What follows belongs to an exercise in optimizing a design on an open flow for small area and few clock cycles; a production flow would make more cautious choices.
No run shown here included a check of the RTL's function; only the layout flow was run.
No activity file was given, so power comes from the tool's default toggle rates.

==> flow/design.v <==
`timescale 1ns / 1ps
package slcp_pkg;
  localparam logic [15:0] IDLE_TIMEOUT_RST = 16'd100;
  localparam logic [15:0] PULSE_MIN_RST    = 16'd700;
  localparam logic [15:0] PULSE_MAX_RST    = 16'd2300;
  localparam logic [15:0] STOP_PULSE_RST   = 16'd1500;
  localparam logic [1:0] ACT_PULSE  = 2'd0;
  localparam logic [1:0] ACT_COLOUR = 2'd1;
  localparam logic [1:0] ACT_SHOW   = 2'd2;
  localparam logic [1:0] ACT_STOP   = 2'd3;
  localparam logic [4:0] C_WS    = 5'h10;
  localparam logic [4:0] C_PLUS  = 5'h11;
  localparam logic [4:0] C_MINUS = 5'h12;
  localparam logic [4:0] C_X     = 5'h13;
  localparam logic [4:0] C_S     = 5'h14;
  localparam logic [4:0] C_L     = 5'h15;
  localparam logic [4:0] C_COMMA = 5'h16;
  localparam logic [4:0] C_CLOSE = 5'h17;
  localparam logic [4:0] C_OTHER = 5'h18;
  localparam logic [4:0] C_TICK  = 5'h19;
  typedef struct packed {
    logic [15:0] idle_timeout_ms;
    logic [15:0] pulse_min_us;
    logic [15:0] pulse_max_us;
    logic [15:0] stop_pulse_us;
  } cfg_t;
endpackage
`timescale 1ns / 1ps
module slcp_cfg_regs (
  input  logic               clk,
  input  logic               rst_n,
  input  logic               cfg_we,
  input  logic [1:0]         cfg_index,
  input  logic [15:0]        cfg_wdata,
  output slcp_pkg::cfg_t     cfg
);
  slcp_pkg::cfg_t cfg_r;
  logic [15:0] wd_z, wd_o;
  assign wd_z = cfg_wdata & {16{rst_n}};
  assign wd_o = cfg_wdata | {16{!rst_n}};
  function automatic logic [15:0] rst_sel(input logic [15:0] rv, input logic [15:0] z,
                                          input logic [15:0] o);
    for (int i = 0; i < 16; i++) rst_sel[i] = rv[i] ? o[i] : z[i];
  endfunction
  always_ff @(posedge clk) begin
    if (!rst_n || (cfg_we && cfg_index == 2'd0))
      cfg_r.idle_timeout_ms <= rst_sel(slcp_pkg::IDLE_TIMEOUT_RST, wd_z, wd_o);
    if (!rst_n || (cfg_we && cfg_index == 2'd1))
      cfg_r.pulse_min_us    <= rst_sel(slcp_pkg::PULSE_MIN_RST, wd_z, wd_o);
    if (!rst_n || (cfg_we && cfg_index == 2'd2))
      cfg_r.pulse_max_us    <= rst_sel(slcp_pkg::PULSE_MAX_RST, wd_z, wd_o);
    if (!rst_n || (cfg_we && cfg_index == 2'd3))
      cfg_r.stop_pulse_us   <= rst_sel(slcp_pkg::STOP_PULSE_RST, wd_z, wd_o);
  end
  assign cfg = cfg_r;
endmodule
`timescale 1ns / 1ps
module slcp_parser (
  input  logic            clk,
  input  logic            rst_n,
  input  logic            in_valid,
  output logic            in_ready,
  input  logic            in_kind,
  input  logic [7:0]      in_byte,
  input  slcp_pkg::cfg_t  cfg,
  input  logic            out_v,         
  input  logic            out_mag,       
  input  logic            out_stop,      
  input  logic            out_show,      
  input  logic            out_ready,
  output logic            push,
  output logic [1:0]      push_action,
  output logic [2:0]      push_channel,
  output logic            push_show,     
  output logic            push_zero,     
  output logic [23:0]     colour         
);
  localparam logic [1:0] MODE_NONE  = 2'd0;
  localparam logic [1:0] MODE_SERVO = 2'd1;
  localparam logic [1:0] MODE_LED   = 2'd2;
  localparam logic [2:0] PH_SPACE  = 3'd0;
  localparam logic [2:0] PH_SIGN   = 3'd1;
  localparam logic [2:0] PH_ZERO   = 3'd2;
  localparam logic [2:0] PH_PREFIX = 3'd3;
  localparam logic [2:0] PH_DIGITS = 3'd4;
  localparam logic [2:0] PH_DONE   = 3'd5;
  logic       v0_r, v1_r;
  logic [4:0] e0_r, e1_r;
  logic [4:0] cls;
  logic [1:0]  mode_r;
  logic [2:0]  phase_r;
  logic [2:0]  idx_r;
  logic        neg_r, zf_r;
  logic [23:0] lo_r;
  logic        unz_r, u3_r, tnz_r, t7_r;
  logic [15:0] idle_r;
  logic [1:0]  mode_n;
  logic [2:0]  phase_n;
  logic [2:0]  idx_n;
  logic        neg_n, zf_n;
  logic [23:0] lo_n;
  logic        unz_n, u3_n, tnz_n, t7_n;
  logic [15:0] idle_n;
  logic        is_led, is_servo, is_tick, is_dig, dok, is_term, is_close;
  logic [3:0]  dval;
  logic [19:0] s_acc;
  logic [15:0] idle_inc, lo_b;
  logic        stop_fire, servo_ok, fin_ok, produces, sens;
  logic        process, process_st, load;
  logic        acc, wr_neg, wr_mag;
  logic        slot_free, slot_free_st, mag_free, mag_free_st;
  always_comb begin
    if (in_kind) cls = slcp_pkg::C_TICK;
    else if (in_byte >= 8'h30 && in_byte <= 8'h39) cls = {1'b0, in_byte[3:0]};
    else if ((in_byte >= 8'h61 && in_byte <= 8'h66) || (in_byte >= 8'h41 && in_byte <= 8'h46))
      cls = {1'b0, 4'(in_byte[2:0] + 3'd1) + 4'd8};
    else if (in_byte == 8'h2C) cls = slcp_pkg::C_COMMA;
    else if (in_byte == 8'h3B || in_byte == 8'h0A) cls = slcp_pkg::C_CLOSE;
    else if (in_byte == 8'h20 || (in_byte >= 8'h09 && in_byte <= 8'h0D)) cls = slcp_pkg::C_WS;
    else if (in_byte == 8'h2B) cls = slcp_pkg::C_PLUS;
    else if (in_byte == 8'h2D) cls = slcp_pkg::C_MINUS;
    else if (in_byte == 8'h78 || in_byte == 8'h58) cls = slcp_pkg::C_X;
    else if (in_byte == 8'h73) cls = slcp_pkg::C_S;
    else if (in_byte == 8'h6C) cls = slcp_pkg::C_L;
    else cls = slcp_pkg::C_OTHER;
  end
  assign is_led   = (mode_r == MODE_LED);
  assign is_servo = (mode_r == MODE_SERVO);
  assign is_tick  = (e0_r == slcp_pkg::C_TICK);
  assign is_dig   = !e0_r[4];
  assign dval     = e0_r[3:0];
  assign dok      = is_dig && (is_led || dval <= 4'd9);
  assign is_close = (e0_r == slcp_pkg::C_CLOSE);
  assign is_term  = (mode_r != MODE_NONE) && (is_close || e0_r == slcp_pkg::C_COMMA);
  logic [16:0] ic;
  always_comb begin
    ic[0] = 1'b1;
    for (int i = 0; i < 16; i++) begin
      idle_inc[i] = idle_r[i] ^ ic[i];
      ic[i+1]     = idle_r[i] & ic[i];
    end
    idle_inc = idle_inc | {16{ic[16]}};
  end
  logic [16:0] g_idle, g_min, g_max;
  always_comb begin
    g_idle[0] = 1'b1;
    g_min[0]  = 1'b1;
    g_max[0]  = 1'b1;
    for (int i = 0; i < 16; i++) begin
      g_idle[i+1] = (idle_r[i] & !cfg.idle_timeout_ms[i]) | (idle_r[i] & g_idle[i]) |
                    (!cfg.idle_timeout_ms[i] & g_idle[i]);
      g_min[i+1]  = (lo_r[i] & !cfg.pulse_min_us[i]) | (lo_r[i] & g_min[i]) |
                    (!cfg.pulse_min_us[i] & g_min[i]);
      g_max[i+1]  = (cfg.pulse_max_us[i] & !lo_r[i]) | (cfg.pulse_max_us[i] & g_max[i]) |
                    (!lo_r[i] & g_max[i]);
    end
  end
  assign stop_fire = g_idle[16] && !(&cfg.idle_timeout_ms);
  assign servo_ok = is_servo && (idx_r < 3'd6) &&
                    (zf_r ? (cfg.pulse_min_us == 16'd0) :
                     (!tnz_r && (!neg_r || lo_r[15:0] == 16'd0) && g_min[16] && g_max[16]));
  assign fin_ok   = servo_ok || (is_led && idx_r < 3'd6);
  logic [24:0] nz;
  always_comb begin
    nz[0] = 1'b0;
    for (int i = 0; i < 24; i++) begin
      colour[i] = t7_r ? !neg_r : (lo_r[i] ^ (neg_r & nz[i]));
      nz[i+1]   = nz[i] | lo_r[i];
    end
  end
  logic        s_big;
  assign lo_b  = lo_r[15:0] & {16{!zf_r}};
  assign s_acc = {2'b00, lo_b, dval[2] | dval[3], dval[1] | dval[3]} +
                 {4'd0, lo_b} + {19'd0, dval[3]};
  assign s_big = (lo_b > 16'd6553) || (lo_b == 16'd6553 && dval > 4'd5);
  always_comb begin
    mode_n  = mode_r;
    phase_n = phase_r;
    idx_n   = idx_r;
    neg_n   = neg_r;
    zf_n    = zf_r;
    idle_n  = idle_r;
    acc     = 1'b0;
    wr_neg  = 1'b0;
    if (is_tick) begin
      idle_n = stop_fire ? 16'd0 : idle_inc;
    end else if (mode_r == MODE_NONE) begin
      if (e0_r == slcp_pkg::C_S || e0_r == slcp_pkg::C_L) begin
        mode_n  = (e0_r == slcp_pkg::C_S) ? MODE_SERVO : MODE_LED;
        idx_n   = 3'd0;
        phase_n = PH_SPACE;
        zf_n    = 1'b1;
      end
    end else if (is_term) begin
      phase_n = PH_SPACE;
      zf_n    = 1'b1;
      if (servo_ok) idle_n = 16'd0;
      if (is_close) begin
        mode_n = MODE_NONE;
        idx_n  = 3'd0;
      end else if (idx_r != 3'd7) begin
        idx_n = idx_r + 3'd1;
      end
    end else begin
      case (phase_r)
        PH_SPACE, PH_SIGN: begin
          if (phase_r == PH_SPACE) begin
            wr_neg = (e0_r != slcp_pkg::C_WS);
            neg_n  = (e0_r == slcp_pkg::C_MINUS);
          end
          if (phase_r == PH_SPACE && e0_r == slcp_pkg::C_WS) begin
            phase_n = PH_SPACE;
          end else if (phase_r == PH_SPACE &&
                       (e0_r == slcp_pkg::C_PLUS || e0_r == slcp_pkg::C_MINUS)) begin
            phase_n = PH_SIGN;
          end else if (!dok) begin
            phase_n = PH_DONE;
          end else if (is_led && dval == 4'd0) begin
            phase_n = PH_ZERO;
          end else begin
            acc     = 1'b1;
            phase_n = PH_DIGITS;
          end
        end
        PH_ZERO: begin
          if (e0_r == slcp_pkg::C_X) begin
            phase_n = PH_PREFIX;
          end else if (!dok) begin
            phase_n = PH_DONE;
          end else begin
            acc     = 1'b1;
            phase_n = PH_DIGITS;
          end
        end
        PH_PREFIX, PH_DIGITS: begin
          if (!dok) begin
            phase_n = PH_DONE;
          end else begin
            acc     = 1'b1;
            phase_n = PH_DIGITS;
          end
        end
        default: ;
      endcase
      if (acc) zf_n = 1'b0;
    end
  end
  always_comb begin
    lo_n  = lo_r;
    unz_n = unz_r;
    u3_n  = u3_r;
    tnz_n = tnz_r;
    t7_n  = t7_r;
    if (is_led) begin
      if (tnz_r && !zf_r) begin
        lo_n  = 24'hFFFFFF;
        unz_n = 1'b1;
        u3_n  = 1'b1;
        t7_n  = 1'b1;
      end else begin
        lo_n  = {lo_r[19:0] & {20{!zf_r}}, dval};
        unz_n = (lo_r[23:20] != 4'd0) && !zf_r;
        u3_n  = lo_r[23] && !zf_r;
        tnz_n = unz_r && !zf_r;
        t7_n  = u3_r && !zf_r;
      end
    end else begin
      t7_n = 1'b0;
      if (tnz_r && !zf_r) begin
        lo_n = lo_r;
      end else begin
        tnz_n = s_big;
        lo_n  = {8'd0, s_acc[14:0], dval[0]};
      end
    end
  end
  assign produces = is_tick ? stop_fire : (is_term && (fin_ok || (is_led && is_close)));
  assign sens     = is_tick || (is_term && is_servo);    
  assign wr_mag   = acc || wr_neg;
  assign slot_free    = !out_v || (out_ready && !out_show);
  assign slot_free_st = !out_v;
  assign mag_free     = !out_mag || out_ready;
  assign mag_free_st  = !out_mag;
  assign process    = v0_r && (!produces || slot_free) && (!wr_mag || mag_free);
  assign process_st = v0_r && (!produces || slot_free_st) && (!wr_mag || mag_free_st);
  assign in_ready   = !out_stop && (!v0_r || (!v1_r && (process_st || !sens)));
  assign load       = in_valid && in_ready;
  assign push         = process && produces;
  assign push_action  = is_tick ? slcp_pkg::ACT_STOP :
                        !fin_ok ? slcp_pkg::ACT_SHOW :
                        is_led  ? slcp_pkg::ACT_COLOUR : slcp_pkg::ACT_PULSE;
  assign push_channel = (is_tick || !fin_ok) ? 3'd0 : idx_r;
  assign push_show    = !is_tick && fin_ok && is_led && is_close;
  assign push_zero    = zf_r;
  always_ff @(posedge clk) begin
    if (!rst_n) begin
      v0_r <= 1'b0;
      v1_r <= 1'b0;
    end else begin
      v0_r <= (v0_r && !process) || v1_r || load;
      v1_r <= v0_r && !process && (v1_r || load);
    end
  end
  always_ff @(posedge clk) begin
    if (load) e1_r <= cls;
    if (!v0_r || process) e0_r <= v1_r ? e1_r : cls;
  end
  always_ff @(posedge clk) begin
    if (!rst_n) begin
      mode_r <= MODE_NONE;
      idle_r <= 16'd0;
    end else if (process) begin
      mode_r <= mode_n;
      idle_r <= idle_n;
    end
  end
  always_ff @(posedge clk) begin
    if (process) begin
      phase_r <= phase_n;
      idx_r   <= idx_n;
      zf_r    <= zf_n;
    end
    if (process && wr_neg) neg_r <= neg_n;
    if (process && acc) begin
      lo_r  <= lo_n;
      unz_r <= unz_n;
      u3_r  <= u3_n;
      tnz_r <= tnz_n;
      t7_r  <= t7_n;
    end
  end
endmodule
`timescale 1ns / 1ps
module slcp_res_queue (
  input  logic            clk,
  input  logic            rst_n,
  input  logic            push,
  input  logic [1:0]      push_action,
  input  logic [2:0]      push_channel,
  input  logic            push_show,
  input  logic            push_zero,
  input  logic [23:0]     colour,
  input  logic [15:0]     stop_pulse,
  output logic            out_mag,
  output logic            out_stop,
  output logic            out_show,
  input  logic            out_ready,
  output logic            out_valid,
  output logic [1:0]      out_action,
  output logic [2:0]      out_channel,
  output logic [23:0]     out_payload,
  output logic            out_last
);
  logic        v_r, show_r, zero_r;
  logic [1:0]  act_r;
  logic [2:0]  ch_r;
  logic        pop;
  assign pop = v_r && out_ready;
  always_ff @(posedge clk) begin
    if (!rst_n) begin
      v_r <= 1'b0;
    end else if (push) begin
      v_r <= 1'b1;
    end else if (pop && !show_r) begin
      v_r <= 1'b0;
    end
  end
  always_ff @(posedge clk) begin
    if (push) begin
      act_r  <= push_action;
      ch_r   <= push_channel;
      show_r <= push_show;
      zero_r <= push_zero;
    end else if (pop && show_r) begin
      act_r  <= slcp_pkg::ACT_SHOW;
      ch_r   <= 3'd0;
      show_r <= 1'b0;
    end
  end
  assign out_mag  = v_r && !act_r[1] && !zero_r;
  assign out_stop = v_r && (act_r == slcp_pkg::ACT_STOP);
  assign out_show = show_r;
  assign out_valid   = v_r;
  assign out_action  = act_r;
  assign out_channel = ch_r;
  assign out_payload = (act_r == slcp_pkg::ACT_STOP) ? {8'd0, stop_pulse} :
                       (act_r[1] || zero_r) ? 24'd0 : colour;
  assign out_last    = !show_r;
endmodule
`timescale 1ns / 1ps
module servo_led_command_parser_top (
  input  logic        clk,
  input  logic        rst_n,
  input  logic        in_valid,
  output logic        in_ready,
  input  logic        in_kind,
  input  logic [7:0]  in_byte,
  output logic        out_valid,
  input  logic        out_ready,
  output logic [1:0]  out_action,
  output logic [2:0]  out_channel,
  output logic [23:0] out_payload,
  output logic        out_last,
  input  logic        cfg_we,
  input  logic [1:0]  cfg_index,
  input  logic [15:0] cfg_wdata
);
  slcp_pkg::cfg_t cfg;
  logic        out_mag, out_stop, out_show, push, push_show, push_zero;
  logic [1:0]  push_action;
  logic [2:0]  push_channel;
  logic [23:0] colour;
  slcp_cfg_regs u_cfg (
    .clk       (clk),
    .rst_n     (rst_n),
    .cfg_we    (cfg_we),
    .cfg_index (cfg_index),
    .cfg_wdata (cfg_wdata),
    .cfg       (cfg)
  );
  slcp_parser u_parser (
    .clk          (clk),
    .rst_n        (rst_n),
    .in_valid     (in_valid),
    .in_ready     (in_ready),
    .in_kind      (in_kind),
    .in_byte      (in_byte),
    .cfg          (cfg),
    .out_v        (out_valid),
    .out_mag      (out_mag),
    .out_stop     (out_stop),
    .out_show     (out_show),
    .out_ready    (out_ready),
    .push         (push),
    .push_action  (push_action),
    .push_channel (push_channel),
    .push_show    (push_show),
    .push_zero    (push_zero),
    .colour       (colour)
  );
  slcp_res_queue u_queue (
    .clk          (clk),
    .rst_n        (rst_n),
    .push         (push),
    .push_action  (push_action),
    .push_channel (push_channel),
    .push_show    (push_show),
    .push_zero    (push_zero),
    .colour       (colour),
    .stop_pulse   (cfg.stop_pulse_us),
    .out_mag      (out_mag),
    .out_stop     (out_stop),
    .out_show     (out_show),
    .out_ready    (out_ready),
    .out_valid    (out_valid),
    .out_action   (out_action),
    .out_channel  (out_channel),
    .out_payload  (out_payload),
    .out_last     (out_last)
  );
endmodule
==> flow/run.sh <==
#!/bin/bash
# synth_recipe.tcl (not shown) runs the flow's synth.tcl, then flattens the netlist and writes it again
# the make line also repeats each setting of config.mk as NAME=value (left out here)
make -C /OpenROAD-flow-scripts/flow DESIGN_CONFIG=/design/flow/config.mk WORK_HOME=/design/flow/orfs CLKGATE_MAP_FILE= SYNTH_SCRIPT=/design/flow/synth_recipe.tcl finish
==> flow/config.mk <==
export PLATFORM = sky130hd
export DESIGN_NAME = servo_led_command_parser_top
export DESIGN_NICKNAME = servo_led_command_parser_top
export VERILOG_FILES = /design/flow/design.v
export SDC_FILE = /design/flow/constraint.sdc
export NUM_CORES = 4
export LEC_CHECK = 0
export CAP_MARGIN = 20
export CORE_MARGIN = 2
export CORE_UTILIZATION = 40
export SLEW_MARGIN = 20
==> flow/constraint.sdc <==
create_clock -name core_clock -period 6.0 [get_ports {clk}]
set_input_delay 1.2000 -clock core_clock [delete_from_list [all_inputs] [get_ports {clk}]]
set_output_delay 1.2000 -clock core_clock [all_outputs]
set_load 0.01 [all_outputs]
==> notes.md, run 1 <==
# TYPE chip_impl_metric gauge
chip_impl_metric{name="die-height",unit="um"} 151.3
chip_impl_metric{name="post_route_setup_tns",unit="ps"} 0
chip_impl_metric{name="detailedRoute.firstPassIterationCount",unit=""} 6
chip_impl_metric{name="cts_resized",unit=""} 0
chip_impl_metric{name="grt_first_pass_wirelength",unit="um"} 36000
chip_impl_metric{name="start_util",unit="%"} 41.01
chip_impl_metric{name="clock_latency_late_sink",unit="ps"} 430
chip_impl_metric{name="clk_pin_slew_worst_paths",unit="ps"} 70
chip_impl_metric{name="drt-total-wl",unit="um"} 22760
chip_impl_metric{name="area.growth.synth_to_final",unit="%"} 17.23
chip_impl_metric{name="ant_nets",unit=""} 0
chip_impl_metric{name="clock_skew",unit="ps"} 13.79
chip_impl_metric{name="clock_sinks",unit=""} 138
chip_impl_metric{name="synth.yosys.warnings",unit=""} 3
chip_impl_metric{name="top_level_ports",unit=""} 64
chip_impl_metric{name="antenna_cells_inserted",unit=""} 0
chip_impl_metric{name="globalRouteTotalUtil",unit="%"} 20.53
chip_impl_info{name="setup.worst_path.start_class",value="flop"} 1
chip_impl_metric{name="largest_net_degree_at_the_start_of_global_routing",unit=""} 44
chip_impl_metric{name="synth_nets",unit=""} 967
chip_impl_metric{name="syn_inst",unit=""} 899
chip_impl_metric{name="edff_count_synth",unit=""} 117
chip_impl_metric{name="final.period_utilization",unit="%"} 85.07
chip_impl_metric{name="slew-limit-headroom",unit="%"} 37.13
chip_impl_metric{name="cts_made_buffers",unit=""} 17
chip_impl_metric{name="synth_area",unit="sq um"} 8676
chip_impl_info{name="cts_tree",value="done"} 1
chip_impl_info{name="setup_repair_after_global_routing_missed_its_margin",value="no"} 1
chip_impl_metric{name="post-route-drc-count",unit=""} 0
chip_impl_metric{name="timing_max_transition_violations_final",unit=""} 0
chip_impl_metric{name="routedWlPerCell",unit="um"} 18.40
chip_impl_metric{name="finalHoldViolCount",unit=""} 0
chip_impl_info{name="crit_chain",value="nor4_4 -> nand3b_4 -> o41a_1 -> a2111oi_2 -> o2111ai_1 -> nand2_1 -> nor3_1 -> o31a_1 -> clkdlybuf4s50_1"} 1
chip_impl_metric{name="syn_avg_cell_area",unit="sq um"} 9.651
chip_impl_info{name="min-delay-path-class",value="reg -> reg"} 1
chip_impl_metric{name="grt_antenna_before_repair",unit=""} 0
chip_impl_metric{name="tightest_slew",unit="ps"} 937.4
chip_impl_metric{name="coreArea",unit="sq um"} 21150
chip_impl_metric{name="port_buffers",unit=""} 63
chip_impl_metric{name="drt_iter0_markers",unit=""} 456
chip_impl_metric{name="max_cap_viol_count",unit=""} 0
chip_impl_metric{name="first_global_vias",unit=""} 6685
chip_impl_info{name="path_delay_family",value="compound AO/OA/AOI/OAI gates"} 1
chip_impl_metric{name="core.rowCount",unit=""} 53
chip_impl_info{name="status",value="complete, no violations"} 1
chip_impl_metric{name="timing.critical_path.buf_inv",unit=""} 1
chip_impl_metric{name="arrival_time_at_the_worst_endpoint",unit="ps"} 3900
chip_impl_metric{name="max-clock-path-buffers",unit=""} 2
chip_impl_info{name="crit_path_end_kind",value="output port"} 1
chip_impl_metric{name="cts-hold-fix-buffers",unit=""} 0
chip_impl_metric{name="max_freq",unit="MHz"} 195.9
chip_impl_info{name="cell_at_the_slowest_stage_of_the_critical_path",value="edfxtp_1"} 1
chip_impl_metric{name="die_area",unit="sq um"} 22880
chip_impl_metric{name="critical_path.max_fanout",unit=""} 9
chip_impl_metric{name="num_vias",unit=""} 6983
chip_impl_metric{name="post-route-min-period",unit="ps"} 5104
chip_impl_metric{name="synth_sequential_area_ratio",unit="%"} 45.34
chip_impl_metric{name="synth_cell_type_count",unit=""} 89
chip_impl_metric{name="critical_path.max_stage_delay",unit="ps"} 550
chip_impl_metric{name="gr-total-overflow",unit=""} 0
chip_impl_metric{name="p_leak",unit="uW"} 0.003665
chip_impl_metric{name="detailed_place_hpwl",unit="um"} 16910
chip_impl_info{name="cts.root.buffer_cell",value="clkbuf_16"} 1
chip_impl_metric{name="drt-vias-per-instance",unit=""} 5.645
chip_impl_metric{name="worst_ep_required_time",unit="ps"} 4800
chip_impl_metric{name="setup_viol",unit=""} 0
chip_impl_metric{name="post-cts-setup-buffers",unit=""} 0
chip_impl_metric{name="worst_ir_drop_vdd",unit="uV"} 159.1
chip_impl_metric{name="p_total",unit="uW"} 2383
chip_impl_metric{name="cellPowerDensity",unit="nW/um^2"} 234.3
chip_impl_metric{name="place_congestion",unit=""} 0.8799
chip_impl_info{name="ys_flop_type",value="edfxtp_1"} 1
chip_impl_metric{name="htreeDepth",unit=""} 4
chip_impl_info{name="worstSetupPathType",value="reg -> out"} 1
chip_impl_metric{name="ys_ff_latch",unit=""} 138
chip_impl_metric{name="num-nets-final",unit=""} 1017
chip_impl_metric{name="final_layout_size_suffix_gt1_share",unit="%"} 7.796
chip_impl_metric{name="die_w",unit="um"} 151.3
chip_impl_metric{name="postSynth.asyncResetShare",unit="%"} 0
## Yosys cell counts (all sizes together), types with 13 or more instances
| cell | n | area, sq um |
|---|---|---|
| and2 | 25 | 156.4 |
| nor2 | 94 | 362.8 |
| nand2b | 38 | 237.7 |
| nor2b | 39 | 244.0 |
| a21oi | 49 | 245.2 |
| nor3 | 36 | 190.2 |
| inv | 54 | 202.7 |
| o21a | 13 | 97.59 |
| o22ai | 18 | 118.9 |
| nand2 | 57 | 221.5 |
| ha | 34 | 425.4 |
| clkbuf | 37 | 140.1 |
| o21ai | 40 | 200.2 |
| dfxtp | 21 | 420.4 |
| edfxtp | 117 | 3513 |
## flip-flops by register name, indices dropped and copies added (netlist names), 2 cells and up
name,flops
u_queue.ch_r,3
u_parser.lo_r,24
u_parser.idle_r,16
u_parser.idx_r,3
u_queue.act_r,2
u_parser.e1_r,5
u_parser.e0_r,5
u_parser.phase_r,3
u_cfg.cfg_r,64
u_parser.mode_r,2
## worst paths after layout
| path | end | slack (ps) | startpoint | depth (start not counted) |
|---|---|---|---|---|
| hold / removal | u_parser.idle_r[2]$_SDFFE_PN0P_ | 490 | u_parser.idle_r[2]$_SDFFE_PN0P_ | 2 |
| setup / recovery | in_ready | 900 | u_parser.lo_r[1]$_DFFE_PP_ | 9 |
| hold reg to reg | u_parser.idle_r[2]$_SDFFE_PN0P_ | 490 | u_parser.idle_r[2]$_SDFFE_PN0P_ | 2 |
| setup reg to reg | u_parser.lo_r[23]$_SDFFCE_PN0P_ | 2080 | u_parser.lo_r[14]$_DFFE_PP_ | 10 |
## kinds of logic (layout without fill, tap and decap cells)
family,count (synthesis),count (layout),share of synthesized area [%]
AND/OR/NAND/NOR,355,355,21.76
AO/OA/AOI/OAI,236,236,19.38
flip-flops,138,138,45.34
buffers and inverters,101,164,4.528
adder cells (fa/ha/maj),40,40,5.826
XOR/XNOR,17,17,1.716
multiplexers,12,12,1.442
## cell type report
class	count	area [sq um]
clock buffers	17	425.4
clock inverters	15	176.4
fillers	1967	10980
inverters	56	210.2
multi-input cells	660	4353
flip-flops and latches	138	3934
well taps	275	344.1
repair buffers	76	728.2
## cells in the final DEF, fill, tap and decap left out, drive strengths merged, types with 8 or more instances in the layout
master / synthesis / layout
o22ai: 18 / 18
o31ai: 10 / 10
o21ai: 40 / 40
nand2b: 38 / 38
a211oi: 9 / 9
nor2b: 39 / 39
nor4: 12 / 12
nor3: 36 / 36
nand3: 12 / 12
clkdlybuf4s50: 0 / 63
mux2i: 8 / 8
a22o: 9 / 9
xnor2: 10 / 10
o21a: 13 / 13
a31oi: 11 / 11
dfxtp: 21 / 21
clkbuf: 37 / 17
inv: 54 / 63
buf: 8 / 13
and2: 25 / 25
edfxtp: 117 / 117
ha: 34 / 34
a21oi: 49 / 49
nor2: 94 / 94
nand2: 57 / 57
## metrics by stage
step	setup WS (ps)	area (sq um)	instances	hold slack, ps	util [%]
floorplan	1888	8676	899	452.1	-
global placement	1400	9569	1205	473.3	45.24
detailed placement	1378	9569	1205	477.5	45.24
CTS	911.6	10170	1237	490.8	48.08
global route	691.7	10170	1237	528.3	48.08
finish	895.7	10170	1237	486.0	48.08
## tightest hold or removal path, stage by stage (launching register included)
cell and delay, ps:
dfxtp_1 330, nand2_1 60, mux2i_1 50
## layer usage
metal / up-vias / track usage, % / share of wire (%)
met5: - / 0 / 0
met4: 0 / 7.103 / 2.6
met3: 44 / 3.373 / 4.8
met2: 211 / 33.80 / 46
met1: 3288 / 27.44 / 46
li1: 3440 / - / -
## where the power goes
part | total (uW) | internal [uW] | switching (uW)
Clock | 1080 | 629 | 453
Combinational | 168 | 72.5 | 95.6
Sequential | 1130 | 1090 | 40.1
==> inputs of run 2 (changes only) <==
--- a/flow/design.v
+++ b/flow/design.v
@@ -170,8 +170,29 @@
   end
   logic        s_big;
   assign lo_b  = lo_r[15:0] & {16{!zf_r}};
-  assign s_acc = {2'b00, lo_b, dval[2] | dval[3], dval[1] | dval[3]} +
-                 {4'd0, lo_b} + {19'd0, dval[3]};
+  logic [14:0] sa, sb;
+  logic [8:0]  cl;
+  logic [7:0]  c0, c1;
+  logic [6:0]  h0, h1;
+  assign sa = {lo_b[12:0], dval[2] | dval[3], dval[1] | dval[3]};
+  assign sb = lo_b[14:0];
+  always_comb begin
+    cl[0] = dval[3];
+    for (int i = 0; i < 8; i++) begin
+      s_acc[i] = sa[i] ^ sb[i] ^ cl[i];
+      cl[i+1]  = (sa[i] & sb[i]) | (sa[i] & cl[i]) | (sb[i] & cl[i]);
+    end
+    c0[0] = 1'b0;
+    c1[0] = 1'b1;
+    for (int i = 0; i < 7; i++) begin
+      h0[i]   = sa[i+8] ^ sb[i+8] ^ c0[i];
+      c0[i+1] = (sa[i+8] & sb[i+8]) | (sa[i+8] & c0[i]) | (sb[i+8] & c0[i]);
+      h1[i]   = sa[i+8] ^ sb[i+8] ^ c1[i];
+      c1[i+1] = (sa[i+8] & sb[i+8]) | (sa[i+8] & c1[i]) | (sb[i+8] & c1[i]);
+    end
+    s_acc[14:8] = cl[8] ? h1 : h0;
+    s_acc[19:15] = 5'd0;
+  end
   assign s_big = (lo_b > 16'd6553) || (lo_b == 16'd6553 && dval > 4'd5);
   always_comb begin
     mode_n  = mode_r;
==> notes.md, run 2 <==
# TYPE chip_impl_metric gauge
chip_impl_info{name="regToRegEndpoint",value="u_parser.lo_r[15]$_DFFE_PP_"} 1
chip_impl_metric{name="top_level_ports",unit=""} 64
chip_impl_metric{name="core.rowCount",unit=""} 53
chip_impl_info{name="status",value="complete, no violations"} 1
chip_impl_info{name="top_register",value="u_cfg.cfg_r"} 1
chip_impl_metric{name="syn_inst",unit=""} 883
chip_impl_info{name="yosys.cell_count.top_type",value="edfxtp_1"} 1
chip_impl_metric{name="synth_cell_type_count",unit=""} 79
chip_impl_info{name="cts_tree",value="done"} 1
chip_impl_metric{name="synth-adder-area-share",unit="%"} 6.815
chip_impl_metric{name="final_layout_size_suffix_gt1_share",unit="%"} 8.325
chip_impl_metric{name="worst_ep_required_time",unit="ps"} 6180
chip_impl_metric{name="die_area",unit="sq um"} 22530
chip_impl_metric{name="worst_ir_drop_vdd",unit="uV"} 201.1
chip_impl_metric{name="finalHoldViolCount",unit=""} 0
chip_impl_metric{name="detailed_place_hpwl",unit="um"} 16390
chip_impl_metric{name="detailedRoute.firstPassIterationCount",unit=""} 5
chip_impl_metric{name="tightest_slew",unit="ps"} 1064
chip_impl_metric{name="place_congestion",unit=""} 0.8558
chip_impl_metric{name="die-height",unit="um"} 150.1
chip_impl_metric{name="clock_skew",unit="ps"} 12.06
chip_impl_metric{name="p_leak",unit="uW"} 0.003638
chip_impl_metric{name="synth_sequential_area_ratio",unit="%"} 46.08
chip_impl_metric{name="synth.yosys.warnings",unit=""} 3
chip_impl_metric{name="timing_max_transition_violations_final",unit=""} 0
chip_impl_info{name="ys_flop_type",value="edfxtp_1"} 1
chip_impl_metric{name="cts_made_buffers",unit=""} 17
chip_impl_info{name="mostFrequentLayoutCells",value="117 x edfxtp_1, 94 x nor2_1, 67 x nand2_1, 63 x clkdlybuf4s50_1, 55 x inv_1"} 1
chip_impl_info{name="setup.worst_path.start_class",value="flop"} 1
chip_impl_info{name="post_synth_main_area_contributors",value="edfxtp_1 41%, dfxtp_1 4.9%, nor2_1 4.1%, ha_1 4.1%, o21ai_0 3.1%"} 1
chip_impl_metric{name="clock_latency_late_sink",unit="ps"} 430
chip_impl_metric{name="slew-limit-headroom",unit="%"} 28.18
chip_impl_info{name="min-delay-path-class",value="reg -> reg"} 1
chip_impl_metric{name="multiInputGateArea",unit="sq um"} 4219
chip_impl_metric{name="grt_first_pass_wirelength",unit="um"} 35140
chip_impl_metric{name="critical_path.max_fanout",unit=""} 3
chip_impl_info{name="cts.root.buffer_cell",value="clkbuf_16"} 1
chip_impl_metric{name="num-nets-final",unit=""} 1004
chip_impl_metric{name="r2r_setup_slack",unit="ps"} 470
chip_impl_metric{name="globalRouteTotalUtil",unit="%"} 20.29
chip_impl_metric{name="hold_path_depth",unit=""} 2
chip_impl_info{name="hold_path_startpoint",value="u_parser.idle_r[1]$_SDFFE_PN0P_"} 1
chip_impl_metric{name="dp.cells",unit=""} 1192
chip_impl_info{name="worstSetupPathType",value="reg -> reg"} 1
chip_impl_metric{name="port_buffers",unit=""} 63
chip_impl_metric{name="post_route_setup_tns",unit="ps"} 0
chip_impl_metric{name="ys_ff_latch",unit=""} 138
chip_impl_metric{name="max_cap_viol_count",unit=""} 0
chip_impl_metric{name="seqCellArea",unit="sq um"} 3934
chip_impl_metric{name="first_global_vias",unit=""} 6534
chip_impl_metric{name="start_util",unit="%"} 40.74
chip_impl_metric{name="gr-total-overflow",unit=""} 0
chip_impl_info{name="crit_path_end_kind",value="flop"} 1
chip_impl_info{name="largest_family_of_logic_cells_by_synthesized_area",value="simple AND/OR/NAND/NOR gates"} 1
chip_impl_metric{name="synth_xor_xnor_area_share",unit="%"} 0.7182
chip_impl_metric{name="grt_antenna_before_repair",unit=""} 1
chip_impl_metric{name="synth.area.mux_share",unit="%"} 1.700
chip_impl_metric{name="yosys.area_share.simple",unit="%"} 21.02
chip_impl_metric{name="clock_sinks",unit=""} 138
chip_impl_info{name="most_common_cell_after_layout_fill_and_taps_aside",value="edfxtp_1"} 1
chip_impl_metric{name="n_fill_cell",unit=""} 1977
chip_impl_info{name="regToRegStartpoint",value="u_parser.e0_r[1]$_DFFE_PN_"} 1
chip_impl_info{name="whs_endpoint",value="u_parser.idle_r[1]$_SDFFE_PN0P_"} 1
chip_impl_metric{name="area.growth.synth_to_final",unit="%"} 18.01
chip_impl_metric{name="largest_reg_flops",unit=""} 64
chip_impl_metric{name="coreArea",unit="sq um"} 20960
chip_impl_metric{name="edff_count_synth",unit=""} 117
chip_impl_metric{name="ant_nets",unit=""} 0
chip_impl_metric{name="cts-hold-fix-buffers",unit=""} 0
chip_impl_metric{name="postSynth.asyncResetShare",unit="%"} 0
chip_impl_metric{name="die_w",unit="um"} 150.1
chip_impl_metric{name="synth_area",unit="sq um"} 8537
chip_impl_metric{name="htreeDepth",unit=""} 4
chip_impl_metric{name="synth_compound_area_share",unit="%"} 18.88
chip_impl_metric{name="finish.utilization",unit="%"} 48.08
chip_impl_metric{name="p_total",unit="uW"} 2349
chip_impl_metric{name="drt_iter0_markers",unit=""} 599
chip_impl_metric{name="largest_net_degree_at_the_start_of_global_routing",unit=""} 44
chip_impl_info{name="synth.cells.most_frequent",value="117 x edfxtp_1, 94 x nor2_1, 67 x nand2_1"} 1
chip_impl_metric{name="antenna_cells_inserted",unit=""} 0
chip_impl_metric{name="routedWlPerCell",unit="um"} 18.05
chip_impl_metric{name="clk_pin_slew_worst_paths",unit="ps"} 60
chip_impl_metric{name="syn_avg_cell_area",unit="sq um"} 9.668
chip_impl_metric{name="layout.cells.non_filler",unit=""} 1224
chip_impl_metric{name="final.period_utilization",unit="%"} 92.20
chip_impl_metric{name="max-clock-path-buffers",unit=""} 2
chip_impl_metric{name="arrival_time_at_the_worst_endpoint",unit="ps"} 5710
chip_impl_metric{name="num_vias",unit=""} 6878
chip_impl_metric{name="post-cts-setup-buffers",unit=""} 0
chip_impl_info{name="synth.largest_area_cell",value="edfxtp_1"} 1
chip_impl_metric{name="synth_top_area_share",unit="%"} 41.15
chip_impl_metric{name="drt-total-wl",unit="um"} 22100
chip_impl_metric{name="placed_standard_cell_area",unit="sq um"} 9470
chip_impl_metric{name="post-route-min-period",unit="ps"} 5532
chip_impl_metric{name="timing.reg2reg.worst_path_depth",unit=""} 20
chip_impl_info{name="largest_registers",value="u_cfg.cfg_r x64, u_parser.lo_r x24, u_parser.idle_r x16"} 1
chip_impl_metric{name="synth_nets",unit=""} 951
chip_impl_metric{name="post-route-drc-count",unit=""} 0
chip_impl_metric{name="max_freq",unit="MHz"} 180.8
chip_impl_metric{name="finalInstanceArea",unit="sq um"} 10070
chip_impl_metric{name="setup_viol",unit=""} 0
chip_impl_info{name="setup_repair_after_global_routing_missed_its_margin",value="no"} 1
chip_impl_metric{name="drt-vias-per-instance",unit=""} 5.619
chip_impl_metric{name="cellPowerDensity",unit="nW/um^2"} 233.1
run 2: changes by cell type after synthesis, moves of 8 or more:
cell,delta
o21ai_0,+14
o22ai_1,-11
nand2_1,+11
a31oi_1,-8
o31ai_1,+11
a21oi_1,-13
nor2b_1,-10
o2bb2ai_1,+14
nor3_1,-12
run 2: cell type report:
type,count,area share (%)
Clock inverter,14,1.602
Timing Repair Buffer,83,7.750
Multi-Input combinational cell,641,41.88
Inverter,55,2.049
Clock buffer,18,4.260
Sequential cell,138,39.05
Tap cell,275,3.415
run 2: logic make-up (layout without fill, tap and decap cells):
family | count (synthesis) | in the layout
compound gates | 232 | 232
xor+xnor | 7 | 7
fa+ha+maj | 43 | 43
buf+inv | 104 | 170
flops | 138 | 138
mux | 14 | 14
simple gates | 345 | 345
run 2: layer usage:
metal	part of all wire, %	wire length (um)	track usage, %
met3	5.3	1179	4.333
met5	0	0	0
met1	47	10350	27.95
met4	1.5	339	5.991
met2	46	10220	32.24
run 2: power by group:
| group | internal [uW] | switching (uW) | total (uW) |
|---|---|---|---|
| sequential | 1090 | 30.8 | 1120 |
| combinational | 69.6 | 92.4 | 162 |
| clock | 622 | 443 | 1070 |
run 2: worst max-delay path by stage:
stage	depth (start not counted)	from	end	slack, ps
final	20	u_parser.e0_r[1]$_DFFE_PN_	u_parser.lo_r[15]$_DFFE_PP_	470
after global routing	20	u_parser.e0_r[1]$_DFFE_PN_	u_parser.lo_r[15]$_DFFE_PP_	60
after CTS	20	u_parser.e0_r[1]$_DFFE_PN_	u_parser.lo_r[15]$_DFFE_PP_	370
after detailed placement	20	u_parser.e0_r[1]$_DFFE_PN_	u_parser.lo_r[15]$_DFFE_PP_	410
after global placement	20	u_parser.e0_r[1]$_DFFE_PN_	u_parser.lo_r[15]$_DFFE_PP_	470
after floorplan	22	u_parser.zf_r$_SDFFCE_PP1P_	u_parser.lo_r[15]$_DFFE_PP_	250
run 2: what timing repair did:
item / in CTS / in global routing
resized for setup: 0 / 2
hold endpoints to repair: 0 / 0
endpoints found under the setup margin: 0 / 1
run 2: worst max-delay path: stages, from the launching register on:
cell      delay [ps]
edfxtp_1         370
or2_2            330
fa_1             360
inv_1             80
fa_1             160
inv_1             50
fa_1             390
fa_1             390
fa_1             400
fa_1             390
fa_1             410
fa_1             430
and2_1           210
o31ai_4          260
a21oi_1          150
o21bai_1         220
a21oi_1          140
a21oi_1          160
mux2i_1          210
a211o_1          140
nand2_1           40
run 2: metrics by stage:
| step | hold slack (ps) | worst slack [ps] |
|---|---|---|
| after global placement | 475.8 | 467.3 |
| after CTS | 495.2 | 374.5 |
| after detailed placement | 486.3 | 411.6 |
| final | 495.9 | 468.0 |
| after floorplan | 452.1 | 246.9 |
| after global routing | 525.7 | 63.80 |
==> inputs of run 3 (changes only) <==
==> flow/flow/run.sh (new file) <==
#!/bin/bash
# The standard layout (standard.sh, the standard flow's own ORFS flow, synthesis unchanged),
# with plain buf_1 cells as the input and output port buffers.
set -euo pipefail
cd "$(dirname "$0")/.."
bash standard.sh 'BUFFER_PORTS_ARGS=-buffer_cell sky130_fd_sc_hd__buf_1' finish > orfs_make.log 2>&1
==> flow/standard.sh (new file) <==
#!/bin/bash
# synth_recipe.tcl (not shown) runs the flow's synth.tcl, then flattens the netlist and writes it again
# the make line also repeats each setting of config.mk as NAME=value (left out here)
make -C /OpenROAD-flow-scripts/flow DESIGN_CONFIG=/design/flow/config.mk WORK_HOME=/design/flow/orfs CLKGATE_MAP_FILE= SYNTH_SCRIPT=/design/flow/synth_recipe.tcl "${@:-finish}"
--- a/flow/config.mk
+++ b/flow/config.mk
@@ -8,4 +8,5 @@
 export CAP_MARGIN = 20
 export CORE_MARGIN = 2
 export CORE_UTILIZATION = 40
+export CTS_BUF_LIST = sky130_fd_sc_hd__clkbuf_8
 export SLEW_MARGIN = 20
removed: flow/run.sh
==> notes.md, run 3 <==
# TYPE chip_impl_metric gauge
chip_impl_metric{name="htreeDepth",unit=""} 4
chip_impl_metric{name="drt-total-wl",unit="um"} 22050
chip_impl_metric{name="synth_cell_type_count",unit=""} 79
chip_impl_metric{name="grt_antenna_before_repair",unit=""} 0
chip_impl_metric{name="gr-total-overflow",unit=""} 0
chip_impl_metric{name="worst_ep_required_time",unit="ps"} 6230
chip_impl_info{name="post_synth_main_area_contributors",value="edfxtp_1 41%, dfxtp_1 4.9%, nor2_1 4.1%, ha_1 4.1%, o21ai_0 3.1%"} 1
chip_impl_info{name="critical_path.endpoint",value="u_parser.lo_r[15]$_DFFE_PP_"} 1
chip_impl_metric{name="die_w",unit="um"} 150.1
chip_impl_metric{name="critical_path.max_stage_delay",unit="ps"} 500
chip_impl_metric{name="detailedRoute.firstPassIterationCount",unit=""} 5
chip_impl_metric{name="setup_viol",unit=""} 0
chip_impl_metric{name="critical_path.max_fanout",unit=""} 7
chip_impl_metric{name="synth_top_area_share",unit="%"} 41.15
chip_impl_info{name="regToRegEndpoint",value="u_parser.lo_r[15]$_DFFE_PP_"} 1
chip_impl_info{name="crit_chain",value="or2_2 -> fa_1 -> inv_1 -> fa_1 -> inv_1 -> fa_1 -> fa_1 -> fa_1 -> fa_1 -> fa_1 -> fa_1 -> and2_1 -> o31ai_2 -> a21oi_1 -> o21bai_1 -> a21oi_1 -> a21oi_1 -> mux2i_1 -> a211o_1 -> nand2_1"} 1
chip_impl_metric{name="slew-limit-headroom",unit="%"} 26.45
chip_impl_metric{name="tightest_slew",unit="ps"} 1089
chip_impl_info{name="top_register",value="u_cfg.cfg_r"} 1
chip_impl_metric{name="clock_latency_late_sink",unit="ps"} 470
chip_impl_metric{name="grt_first_pass_wirelength",unit="um"} 34580
chip_impl_info{name="regToRegStartpoint",value="u_parser.e0_r[3]$_DFFE_PN_"} 1
chip_impl_info{name="cts.root.buffer_cell",value="clkbuf_8"} 1
chip_impl_info{name="critical-path-top-cell-by-count",value="fa_1"} 1
chip_impl_metric{name="start_util",unit="%"} 40.74
chip_impl_metric{name="r2r_setup_slack",unit="ps"} 290
chip_impl_metric{name="postSynth.asyncResetShare",unit="%"} 0
chip_impl_info{name="setup.worst_path.start_class",value="flop"} 1
chip_impl_metric{name="num_vias",unit=""} 6815
chip_impl_info{name="worst_setup_path_startpoint",value="u_parser.e0_r[3]$_DFFE_PN_"} 1
chip_impl_metric{name="net-switching-power",unit="uW"} 515.7
chip_impl_info{name="cts_tree",value="done"} 1
chip_impl_info{name="worstSetupPathType",value="reg -> reg"} 1
chip_impl_metric{name="drt-vias-per-instance",unit=""} 5.577
chip_impl_metric{name="max_cap_viol_count",unit=""} 0
chip_impl_metric{name="power.combinational.fraction",unit="%"} 7.2
chip_impl_info{name="most_common_cell_after_layout_fill_and_taps_aside",value="edfxtp_1"} 1
chip_impl_metric{name="final_layout_size_suffix_gt1_share",unit="%"} 7.920
chip_impl_info{name="synth.cells.most_frequent",value="117 x edfxtp_1, 94 x nor2_1, 67 x nand2_1"} 1
chip_impl_metric{name="synth_sequential_area_ratio",unit="%"} 46.08
chip_impl_metric{name="drt_iter0_markers",unit=""} 528
chip_impl_metric{name="die-height",unit="um"} 150.1
chip_impl_metric{name="syn_avg_cell_area",unit="sq um"} 9.668
chip_impl_metric{name="post-route-min-period",unit="ps"} 5711
chip_impl_metric{name="synth.yosys.warnings",unit=""} 3
chip_impl_metric{name="p_int",unit="uW"} 1559
chip_impl_metric{name="cts_made_buffers",unit=""} 17
chip_impl_metric{name="die_area",unit="sq um"} 22530
chip_impl_metric{name="timing.reg2reg.worst_path_depth",unit=""} 20
chip_impl_metric{name="place_congestion",unit=""} 0.9032
chip_impl_metric{name="synth_nets",unit=""} 951
chip_impl_info{name="crit_path_end_kind",value="flop"} 1
chip_impl_info{name="setup_repair_after_global_routing_missed_its_margin",value="no"} 1
chip_impl_info{name="cell_at_the_slowest_stage_of_the_critical_path",value="edfxtp_1"} 1
chip_impl_metric{name="net_switching_share_of_the_total_power",unit="%"} 24.86
chip_impl_metric{name="finalInstanceArea",unit="sq um"} 9468
chip_impl_metric{name="detailed_place_hpwl",unit="um"} 16180
chip_impl_info{name="ys_flop_type",value="edfxtp_1"} 1
chip_impl_metric{name="synth_area",unit="sq um"} 8537
chip_impl_metric{name="num-nets-final",unit=""} 1002
chip_impl_metric{name="pwr-share-clk",unit="%"} 38.8
chip_impl_metric{name="clock_skew",unit="ps"} 20.61
chip_impl_metric{name="area.growth.synth_to_final",unit="%"} 10.90
chip_impl_metric{name="timing_max_transition_violations_final",unit=""} 0
chip_impl_metric{name="top_level_ports",unit=""} 64
chip_impl_metric{name="clock_sinks",unit=""} 138
chip_impl_metric{name="ys_ff_latch",unit=""} 138
chip_impl_info{name="yosys.cell_count.top_type",value="edfxtp_1"} 1
chip_impl_metric{name="ant_nets",unit=""} 0
chip_impl_metric{name="final.period_utilization",unit="%"} 95.18
chip_impl_metric{name="max_freq",unit="MHz"} 175.1
chip_impl_metric{name="largest_net_degree_at_the_start_of_global_routing",unit=""} 44
chip_impl_metric{name="power_frac_seq",unit="%"} 54.0
chip_impl_metric{name="cellPowerDensity",unit="nW/um^2"} 219.1
chip_impl_metric{name="first_global_vias",unit=""} 6386
chip_impl_info{name="mostFrequentLayoutCells",value="117 x edfxtp_1, 94 x nor2_1, 67 x nand2_1, 63 x buf_1, 57 x inv_1"} 1
chip_impl_metric{name="routedWlPerCell",unit="um"} 18.04
chip_impl_metric{name="placed_standard_cell_area",unit="sq um"} 9056
chip_impl_metric{name="finalHoldViolCount",unit=""} 0
chip_impl_metric{name="core.rowCount",unit=""} 53
chip_impl_metric{name="post-cts-setup-buffers",unit=""} 0
chip_impl_metric{name="post-route-drc-count",unit=""} 0
chip_impl_metric{name="arrival_time_at_the_worst_endpoint",unit="ps"} 5940
chip_impl_metric{name="largest_reg_flops",unit=""} 64
chip_impl_metric{name="p_leak",unit="uW"} 0.003384
chip_impl_metric{name="syn_inst",unit=""} 883
chip_impl_metric{name="globalRouteTotalUtil",unit="%"} 20.06
chip_impl_metric{name="post_route_setup_tns",unit="ps"} 0
chip_impl_info{name="min-delay-path-class",value="reg -> reg"} 1
chip_impl_metric{name="clk_pin_slew_worst_paths",unit="ps"} 90
chip_impl_info{name="largest_registers",value="u_cfg.cfg_r x64, u_parser.lo_r x24, u_parser.idle_r x16"} 1
chip_impl_info{name="status",value="complete, no violations"} 1
chip_impl_info{name="synth.largest_area_cell",value="edfxtp_1"} 1
chip_impl_metric{name="coreArea",unit="sq um"} 20960
chip_impl_metric{name="worst_ir_drop_vdd",unit="uV"} 141.0
chip_impl_metric{name="port_buffers",unit=""} 63
chip_impl_metric{name="antenna_cells_inserted",unit=""} 0
chip_impl_metric{name="max-clock-path-buffers",unit=""} 2
chip_impl_metric{name="edff_count_synth",unit=""} 117
run 3: changes by cell type in the layout (fill, tap and decap cells not counted), moves of 3 or more:
| cell | change |
|---|---|
| buf_1 | +63 |
| clkbuf_16 | -17 |
| clkbuf_8 | +17 |
| clkdlybuf4s50_1 | -63 |
| clkinv_4 | -3 |
| inv_4 | +4 |
| inv_6 | -3 |
run 3: cells by family (layout without fill, tap and decap cells):
family	after synthesis	count (layout)	share of synthesized area (%)
AND/OR/NAND/NOR	345	345	21.02
AO/OA/AOI/OAI	232	232	18.88
flip-flops	138	138	46.08
buffers and inverters	104	168	4.793
adder cells (fa/ha/maj)	43	43	6.815
multiplexers	14	14	1.700
XOR/XNOR	7	7	0.7182
run 3: layer usage:
layer | track usage, % | part of all wire (%) | up-vias
met5 | 0 | 0 | -
met1 | 28.38 | 48 | 3259
met2 | 31.46 | 45 | 171
met3 | 3.939 | 5.5 | 26
met4 | 5.519 | 1.5 | 0
li1 | - | - | 3359
run 3: how the worst min path moves through the flow:
stage	startpoint	to	slack, ps	cells past startpoint
after floorplan	u_parser.idle_r[2]$_SDFFE_PN0P_	u_parser.idle_r[2]$_SDFFE_PN0P_	450	2
after global placement	u_parser.idle_r[3]$_SDFFE_PN0P_	u_parser.idle_r[3]$_SDFFE_PN0P_	470	2
after detailed placement	u_parser.idle_r[3]$_SDFFE_PN0P_	u_parser.idle_r[3]$_SDFFE_PN0P_	480	2
after CTS	u_parser.idle_r[3]$_SDFFE_PN0P_	u_parser.idle_r[3]$_SDFFE_PN0P_	490	2
after global routing	u_parser.idle_r[3]$_SDFFE_PN0P_	u_parser.idle_r[3]$_SDFFE_PN0P_	510	2
final	u_parser.idle_r[3]$_SDFFE_PN0P_	u_parser.idle_r[3]$_SDFFE_PN0P_	490	2
run 3: stage by stage:
stage	utilization, %	hold slack, ps	setup slack (ps)	power, uW	std cells
global placement	43.22	467.6	331.5	1288	1190
finish	45.18	489.5	289.1	2074	1222
floorplan	-	452.1	246.9	1230	883
detailed placement	43.22	482.2	266.0	1289	1190
CTS	45.15	495.0	225.4	2084	1222
global route	45.18	512.9	32.61	2142	1222
run 3: cell type report:
class	instances	area [sq um]
fillers	2080	11490
multi-input cells	641	4207
flip-flops and latches	138	3934
repair buffers	81	371.6
well taps	275	344.1
clock buffers	17	234.0
inverters	55	206.4
clock inverters	15	171.4
run 3: repair_timing:
item	4_1_cts	5_1_grt
hold buffers	0	0
endpoints found under the setup margin	0	1
gates resized for setup	0	1
run 3: critical path, delay by kind of cell (launching register included):
| kind | cells | cell delay [ps] |
|---|---|---|
| AOI/OAI and AO/OA | 6 | 1080 |
| adders and majority gates | 8 | 2950 |
| buffers and inverters | 2 | 130 |
| DFF | 1 | 500 |
| muxes | 1 | 210 |
| and+or+nand+nor | 3 | 600 |
run 3: power groups by stage:
| stage | clock, uW | sequential (uW) | combinational [uW] |
|---|---|---|---|
| global placement | 0 | 1140 | 147 |
| floorplan | 0 | 1130 | 101 |
| global route | 852 | 1130 | 164 |
| detailed placement | 0 | 1140 | 148 |
| CTS | 815 | 1120 | 149 |
| finish | 805 | 1120 | 149 |
==> inputs of run 4 (changes only) <==
--- a/flow/design.v
+++ b/flow/design.v
@@ -92,14 +92,14 @@
   logic [2:0]  idx_r;
   logic        neg_r, zf_r;
   logic [23:0] lo_r;
-  logic        unz_r, u3_r, tnz_r, t7_r;
+  logic        unz_r, u3_r, tnz_r;
   logic [15:0] idle_r;
   logic [1:0]  mode_n;
   logic [2:0]  phase_n;
   logic [2:0]  idx_n;
   logic        neg_n, zf_n;
   logic [23:0] lo_n;
-  logic        unz_n, u3_n, tnz_n, t7_n;
+  logic        unz_n, u3_n, tnz_n;
   logic [15:0] idle_n;
   logic        is_led, is_servo, is_tick, is_dig, dok, is_term, is_close;
   logic [3:0]  dval;
@@ -164,7 +164,7 @@
   always_comb begin
     nz[0] = 1'b0;
     for (int i = 0; i < 24; i++) begin
-      colour[i] = t7_r ? !neg_r : (lo_r[i] ^ (neg_r & nz[i]));
+      colour[i] = lo_r[i] ^ (neg_r & nz[i]);
       nz[i+1]   = nz[i] | lo_r[i];
     end
   end
@@ -271,22 +271,17 @@
     unz_n = unz_r;
     u3_n  = u3_r;
     tnz_n = tnz_r;
-    t7_n  = t7_r;
     if (is_led) begin
-      if (tnz_r && !zf_r) begin
-        lo_n  = 24'hFFFFFF;
-        unz_n = 1'b1;
-        u3_n  = 1'b1;
-        t7_n  = 1'b1;
+      if ((tnz_r || u3_r) && !zf_r) begin
+        lo_n  = {24{!neg_r}};
+        tnz_n = 1'b1;
       end else begin
         lo_n  = {lo_r[19:0] & {20{!zf_r}}, dval};
         unz_n = (lo_r[23:20] != 4'd0) && !zf_r;
         u3_n  = lo_r[23] && !zf_r;
         tnz_n = unz_r && !zf_r;
-        t7_n  = u3_r && !zf_r;
       end
     end else begin
-      t7_n = 1'b0;
       if (tnz_r && !zf_r) begin
         lo_n = lo_r;
       end else begin
@@ -347,7 +342,6 @@
       unz_r <= unz_n;
       u3_r  <= u3_n;
       tnz_r <= tnz_n;
-      t7_r  <= t7_n;
     end
   end
 endmodule
--- a/flow/config.mk
+++ b/flow/config.mk
@@ -5,6 +5,7 @@
 export SDC_FILE = /design/flow/constraint.sdc
 export NUM_CORES = 4
 export LEC_CHECK = 0
+export ABC_AREA = 1
 export CAP_MARGIN = 20
 export CORE_MARGIN = 2
 export CORE_UTILIZATION = 40
==> notes.md, run 4 <==
# TYPE chip_impl_metric gauge
chip_impl_info{name="mostFrequentLayoutCells",value="182 x nand2_1, 171 x inv_1, 116 x edfxtp_1, 89 x nor2_1, 69 x o21ai_0"} 1
chip_impl_metric{name="power.combinational.fraction",unit="%"} 9.4
chip_impl_info{name="cts_tree",value="done"} 1
chip_impl_metric{name="clock_skew",unit="ps"} 9.587
chip_impl_metric{name="tightest_slew",unit="ps"} 854.7
chip_impl_metric{name="place_congestion",unit=""} 0.8903
chip_impl_info{name="setup.worst_path.start_class",value="flop"} 1
chip_impl_info{name="worstSetupPathType",value="reg -> reg"} 1
chip_impl_metric{name="max_freq",unit="MHz"} 179.9
chip_impl_info{name="largest_registers",value="u_cfg.cfg_r x64, u_parser.lo_r x24, u_parser.idle_r x16"} 1
chip_impl_info{name="status",value="complete, no violations"} 1
chip_impl_info{name="crit_path_end_kind",value="flop"} 1
chip_impl_metric{name="p_leak",unit="uW"} 0.003898
chip_impl_metric{name="antenna_cells_inserted",unit=""} 0
chip_impl_metric{name="largest_net_degree_at_the_start_of_global_routing",unit=""} 39
chip_impl_metric{name="cts_resized",unit=""} 0
chip_impl_metric{name="final.period_utilization",unit="%"} 92.63
chip_impl_info{name="yosys.cell_count.top_type",value="nand2_1"} 1
chip_impl_metric{name="setup_viol",unit=""} 0
chip_impl_metric{name="detailed_place_hpwl",unit="um"} 15100
chip_impl_metric{name="cellPowerDensity",unit="nW/um^2"} 228.6
chip_impl_metric{name="cts_made_buffers",unit=""} 17
chip_impl_metric{name="die-height",unit="um"} 147.1
chip_impl_metric{name="post-route-min-period",unit="ps"} 5558
chip_impl_metric{name="gr-total-overflow",unit=""} 0
chip_impl_info{name="post_synth_main_area_contributors",value="edfxtp_1 43%, nand2_1 8.3%, inv_1 7.8%, dfxtp_1 5.1%, o21ai_0 4.3%"} 1
chip_impl_metric{name="clk_pin_slew_worst_paths",unit="ps"} 90
chip_impl_info{name="most_common_cell_after_layout_fill_and_taps_aside",value="nand2_1"} 1
chip_impl_metric{name="postSynth.asyncResetShare",unit="%"} 0
chip_impl_metric{name="layout.cells.non_filler",unit=""} 1320
chip_impl_metric{name="drt-total-wl",unit="um"} 20020
chip_impl_info{name="synth.cells.most_frequent",value="182 x nand2_1, 171 x inv_1, 116 x edfxtp_1"} 1
chip_impl_metric{name="synth_sequential_area_ratio",unit="%"} 47.66
chip_impl_metric{name="num_vias",unit=""} 6725
chip_impl_metric{name="globalRouteTotalUtil",unit="%"} 19.27
chip_impl_metric{name="ant_nets",unit=""} 0
chip_impl_metric{name="placed_standard_cell_area",unit="sq um"} 8755
chip_impl_info{name="min-delay-path-class",value="reg -> reg"} 1
chip_impl_info{name="setup_repair_after_global_routing_missed_its_margin",value="no"} 1
chip_impl_metric{name="finalInstanceArea",unit="sq um"} 9178
chip_impl_metric{name="clock_sinks",unit=""} 137
chip_impl_metric{name="num-nets-final",unit=""} 1105
chip_impl_metric{name="top_level_ports",unit=""} 64
chip_impl_metric{name="arrival_time_at_the_worst_endpoint",unit="ps"} 5720
chip_impl_metric{name="post-route-drc-count",unit=""} 0
chip_impl_metric{name="drt-vias-per-instance",unit=""} 5.095
chip_impl_metric{name="synth_cell_type_count",unit=""} 51
chip_impl_metric{name="net-switching-power",unit="uW"} 561.3
chip_impl_metric{name="critical_path.max_fanout",unit=""} 6
chip_impl_metric{name="first_global_vias",unit=""} 6430
chip_impl_metric{name="port_buffers",unit=""} 63
chip_impl_metric{name="post_route_setup_tns",unit="ps"} 0
chip_impl_metric{name="net_switching_share_of_the_total_power",unit="%"} 26.76
chip_impl_metric{name="grt_antenna_before_repair",unit=""} 0
chip_impl_metric{name="edff_count_synth",unit=""} 116
chip_impl_metric{name="worst_ir_drop_vdd",unit="uV"} 145.6
chip_impl_metric{name="htreeDepth",unit=""} 4
chip_impl_metric{name="core.rowCount",unit=""} 52
chip_impl_metric{name="syn_inst",unit=""} 966
chip_impl_info{name="ys_flop_type",value="edfxtp_1"} 1
chip_impl_info{name="top_register",value="u_cfg.cfg_r"} 1
chip_impl_metric{name="finalHoldViolCount",unit=""} 0
chip_impl_metric{name="slew-limit-headroom",unit="%"} 42.88
chip_impl_metric{name="pwr-share-clk",unit="%"} 36.8
chip_impl_metric{name="largest_reg_flops",unit=""} 64
chip_impl_metric{name="r2r_setup_slack",unit="ps"} 440
chip_impl_metric{name="p_int",unit="uW"} 1537
chip_impl_metric{name="power_frac_seq",unit="%"} 53.8
chip_impl_metric{name="routedWlPerCell",unit="um"} 15.17
chip_impl_metric{name="area.growth.synth_to_final",unit="%"} 12.05
chip_impl_metric{name="ys_ff_latch",unit=""} 137
chip_impl_info{name="cts.root.buffer_cell",value="clkbuf_8"} 1
chip_impl_metric{name="die_area",unit="sq um"} 21640
chip_impl_metric{name="detailedRoute.firstPassIterationCount",unit=""} 7
chip_impl_metric{name="clock_latency_late_sink",unit="ps"} 460
chip_impl_metric{name="synth_top_area_share",unit="%"} 42.53
chip_impl_metric{name="max-clock-path-buffers",unit=""} 2
chip_impl_metric{name="worst_ep_required_time",unit="ps"} 6160
chip_impl_metric{name="die_w",unit="um"} 147.1
chip_impl_metric{name="synth.yosys.warnings",unit=""} 3
chip_impl_metric{name="syn_avg_cell_area",unit="sq um"} 8.479
chip_impl_info{name="synth.largest_area_cell",value="edfxtp_1"} 1
chip_impl_metric{name="drt_iter0_markers",unit=""} 445
chip_impl_metric{name="synth_area",unit="sq um"} 8190
chip_impl_metric{name="start_util",unit="%"} 40.61
chip_impl_metric{name="timing_max_transition_violations_final",unit=""} 0
chip_impl_metric{name="synth_nets",unit=""} 1034
chip_impl_metric{name="final_layout_size_suffix_gt1_share",unit="%"} 8.095
chip_impl_metric{name="max_cap_viol_count",unit=""} 0
chip_impl_metric{name="grt_first_pass_wirelength",unit="um"} 32820
chip_impl_metric{name="dp.cells",unit=""} 1285
chip_impl_metric{name="coreArea",unit="sq um"} 20170
## run 4: cell types whose count changed in the layout (fill, tap and decap cells not counted), sizes merged, moves of 26 or more
cell	delta
nor2b	-29
nand2	+122
inv	+117
o21ai	+27
nand2b	-37
and2	-26
## run 4: per-layer routing
layer	vias to the layer above	track usage (%)	wire length (um)
li1	3415	-	-
met1	3112	25.88	9368
met2	171	31.59	9354
met3	27	3.416	907
met4	0	6.683	394
met5	-	0	0
## run 4: power groups by stage
stage          clock (uW)  combinational, uW  sequential [uW]
2_1_floorplan           0                141             1140
3_3_place_gp            0                193             1150
3_5_place_dp            0                196             1150
4_1_cts               796                197             1130
5_1_grt               824                227             1140
6_report              772                197             1130
## run 4: kinds of logic after synthesis
group | count (synthesis) | synth area share [%]
XOR/XNOR | 9 | 0.9625
AO/OA/AOI/OAI | 215 | 15.90
AND/OR/NAND/NOR | 366 | 19.69
adder cells (fa/ha/maj) | 36 | 6.233
flip-flops | 137 | 47.66
buffers and inverters | 203 | 9.548
## run 4: layout make-up
class / instances / area, sq um
clock buffer: 17 / 234.0
fill: 2037 / 10990
sequential: 137 / 3904
multi-input combinational: 626 / 3521
timing repair buffer: 77 / 341.6
tap: 270 / 337.8
inverter: 178 / 673.1
clock inverter: 15 / 166.4
## run 4: stage by stage
| step | util [%] | worst slack (ps) | hold slack (ps) | total power [uW] |
|---|---|---|---|---|
| finish | 45.50 | 442.3 | 501.0 | 2098 |
| global route | 45.50 | 5.437 | 532.9 | 2188 |
| CTS | 45.39 | 450.0 | 504.6 | 2122 |
| detailed placement | 43.41 | 502.8 | 492.7 | 1347 |
| global placement | 43.41 | 525.0 | 490.5 | 1345 |
| floorplan | - | 721.1 | 424.4 | 1279 |
## run 4: path summary, 6_finish.rpt
path | startpoint | endpoint | depth (start not counted)
setup reg to reg | u_parser.e0_r[3]$_DFFE_PN_ | u_parser.lo_r[15]$_DFFE_PP_ | 27
hold reg to reg | u_parser.idle_r[1]$_SDFFE_PN0P_ | u_parser.idle_r[1]$_SDFFE_PN0P_ | 2
setup / recovery | u_parser.e0_r[3]$_DFFE_PN_ | u_parser.lo_r[15]$_DFFE_PP_ | 27
hold / removal | u_parser.idle_r[1]$_SDFFE_PN0P_ | u_parser.idle_r[1]$_SDFFE_PN0P_ | 2
## run 4: repair_timing
| item | 4_1_cts | 5_1_grt |
|---|---|---|
| hold buffers | 0 | 0 |
| setup buffers | 0 | 3 |
| setup endpoints to repair | 0 | 1 |
## run 4: worst max-delay path, stage by stage, from the launching register on
cell and delay [ps]:
edfxtp_1 470, inv_1 170, nand2_1 110, fa_1 370, inv_1 80, fa_1 150, inv_1 50, fa_1 380
fa_1 400, fa_1 400, fa_1 400, fa_1 400, fa_1 410, inv_1 80, o21ai_0 110, inv_1 80
nor2_1 40, nor2_1 140, nor2_1 60, nor2_1 140, nor2_1 60, nor2_1 140, nor2_1 60, nor2_1 80
inv_1 70, a21oi_1 150, xnor2_1 130, o221ai_1 110

re-timing with driven ports:
No port has a modelled driver above. Below, the same layouts with a new extraction and two added sets of constraints.
Step 1 assumes that a clkbuf_16 drives the clock port and a buf_2 every other input.
Step 2 adds t to the input delays and takes it off the output delays; t is the mean of the earliest and latest rising clock arrival at the registers after step 1. Input paths then give back, and output paths get back, about the clock's delay inside the block.
a / b / c = ideal / step 1 / step 2; a / b = the first two.
run | t, ns | slack for setup (ns) | worst data-port slew with drivers (ns)
run 1 | 0.469 | 0.896 / 0.848 / 1.316 | 0.04
run 2 | 0.474 | 0.468 / 0.468 / 0.468 | 0.05
run 3 | 0.500 | 0.289 / 0.289 / 0.289 | 0.03
run 4 | 0.490 | 0.442 / 0.442 / 0.442 | 0.03
After both steps every run listed still meets setup and hold.
